This design comes from an exercise in tuning for a short achievable clock period and few clock cycles per item on the open sky130 flow, not from production work.
In this exercise RTL edits were held to simulation tests only and were not proved equivalent to the original.
Power is estimated from default activity; no workload was simulated.

// cpuTop
module cpuTop (
	input  logic                   clock,
	input  logic                   arstN,
	input  logic [32-1:0] instrData,
	input  logic                   instrValid,
	output logic                   instrReady,
	output logic [32-1:0] outData,
	output logic                   outValid,
	input  logic                   outReady
);
export LEC_CHECK = 0
export CAP_MARGIN = 20
export CORE_MARGIN = 2
export CORE_UTILIZATION = 55
export CTS_CLUSTER_DIAMETER = 80
export CTS_CLUSTER_SIZE = 25
export PLACE_DENSITY = 0.75
export SLEW_MARGIN = 20
create_clock -name core_clock -period 8.5 [get_ports {clock}]
standard.sh (not shown) runs the stock make flow with config.mk's settings and CLKGATE_MAP_FILE= SYNTH_SCRIPT=/design/flow/synth_recipe.tcl, a recipe that flattens the netlist after the stock synthesis.
==> flow/flow/run.sh <==
#!/bin/bash
# The standard layout, with timing repair aimed at a 2.7 ns clock (a
# setup margin of 5.8 ns on the design's 8.5 ns period) instead of the
# period itself. The make output goes to make.log in the work folder; each
# ORFS step keeps its own log under orfs/logs.
set -euo pipefail
bash standard.sh SETUP_SLACK_MARGIN=5.8 finish > make.log 2>&1
Testbench counts at the start, summed over its fixed seeds: cycles 16,032, instrs 16,000.
Rerun with:
CORE_UTILIZATION = 35   (was 55)
PLACE_DENSITY = unset   (was 0.75)
What happened: The new run completed with no timing, DRC or antenna violations. Core utilization goes down by 22 points. Die area rose by well over a third. Combinational power hardly moves.
Rerun with:
CORE_UTILIZATION = 45   (was 35)
PLACE_DENSITY = 0.65   (was unset)
=> The changed run ran to the end with no violations. Setup slack is worse by 0.060 ns. Total power fell slightly. Count of clock-buffer cells in the layout rose by 8. Clock skew fell by 0.026 ns. Via count stays flat. Routed wire length fell by a few percent. Cell area fell slightly. Die area fell by about a fifth. Core utilization rose by 11 points. Global-route usage rose by 5.4 points. Final cell count fell by a few percent.
Rerun with:
==> flow/run.sh (new file) <==
#!/bin/bash
# synth_recipe.tcl (not shown) runs the flow's synth.tcl, then flattens the netlist and writes it again
# the make line also repeats each setting of config.mk as NAME=value (left out here)
make -C /OpenROAD-flow-scripts/flow DESIGN_CONFIG=/design/flow/config.mk WORK_HOME=/design/flow/orfs CLKGATE_MAP_FILE= SYNTH_SCRIPT=/design/flow/synth_recipe.tcl finish
CORE_UTILIZATION = 35   (was 45)
PLACE_DENSITY = unset   (was 0.65)
SETUP_SLACK_MARGIN = 5   (was unset)
removed: flow/flow/run.sh
removed: flow/standard.sh
After rerunning: The new run passed the timing, DRC and antenna checks; worst setup slack degrades by 0.46 ns; global-route usage drops by 5.7 points; via count drops by 0.96%; routed wire length climbs by 1.5%; cell area drops by 2.4%; synthesized cell count stays the same; critical path depth stays the same.


Setup of v6:
cpuTop, a different RTL version from the one above (not shown whole).
Size: about 4,100 cells after synthesis, about 790 flip-flops, roughly 70 I/O pins, roughly 0.043 sq mm of cells after synthesis.
export LEC_CHECK = 0
export CAP_MARGIN = 20
export CORE_MARGIN = 2
export CORE_UTILIZATION = 35
export SETUP_SLACK_MARGIN = 5
export SLEW_MARGIN = 20
create_clock -name core_clock -period 8.5 [get_ports {clock}]
run.sh (not shown) runs the stock make flow with config.mk's settings and CLKGATE_MAP_FILE= SYNTH_SCRIPT=/design/flow/synth_recipe.tcl, a recipe that flattens the netlist after the stock synthesis.
Stock flow here: none of the scripts above is used.
Having completed the whole flow, v6 delivered a layout that passed the timing, DRC and antenna checks.
Testbench counts of v6, summed over its fixed seeds: cycles 16,024, instrs 16,000.
Setup changes, v6 to v7
# v6
export LEC_CHECK = 0
export CAP_MARGIN = 20
export CORE_MARGIN = 2
export CORE_UTILIZATION = 35
export SETUP_SLACK_MARGIN = 5
export SLEW_MARGIN = 20
create_clock -name core_clock -period 8.5 [get_ports {clock}]
# v7
export LEC_CHECK = 0
export CAP_MARGIN = 20
export CORE_MARGIN = 2
export CORE_UTILIZATION = 35
export SLEW_MARGIN = 20
create_clock -name core_clock -period 8.5 [get_ports {clock}]
Cmp v7 and v6 / count of clock-buffer cells in the layout / lower: v7
As of v7, cell count had fallen slightly compared to v6.
Cmp v7 and v6 / post-synthesis to final-layout area growth / lower: v7
Critical path's slowest cell: dfrtp_1 -> v7, dfrtp_2 -> v6
Compared with v6, in v7 combinational power share dropped 1.5 points, critical path depth dropped 5, clock tree cell share of total cell area climbed 0.33 points, maximum frequency dropped 25%.
Clock power was lower in the run labelled v6.
From v6 to v7 the numbers moved as follows: share of power burned in registers grew by 0.4 points; cell area shrank by about 3.3%; area of the core held steady.

[re-timing with driven ports]
No port has a modelled driver above. Below, the same layouts with a new extraction and two added sets of constraints.
Step 1 assumes that a clkbuf_16 drives the clock port and a buf_2 every other input.
Step 2 times the ports against the registers' clock, not the clock port: input delays grow and output delays shrink by t, the midpoint of the rising clock arrivals with the driver on.
Three values: ideal, step 1, step 2; two values: the first two.
run | shift t [ns] | setup WS [ns] | slew at the worst register clock pin (ns)
the first run of note 1 | 0.722 | 5.614 / 5.546 / 5.115 | 0.11 / 0.11
the second run of note 1 | 0.758 | 5.605 / 5.528 / 5.148 | 0.11 / 0.11
the third run of note 1 | 0.744 | 5.546 / 5.470 / 5.181 | 0.11 / 0.11
the fourth run of note 1 | 0.754 | 5.088 / 5.009 / 4.393 | 0.11 / 0.11
v6 | 0.744 | 4.795 / 4.795 / 4.449 | 0.07 / 0.07
v7 | 0.756 | 3.549 / 3.549 / 3.489 | 0.07 / 0.07
After both steps every run listed still meets setup and hold. For the fourth run of note 1, which loses most, drivers alone change the setup slack by -0.079 ns; drivers and shift together by -0.695 ns.
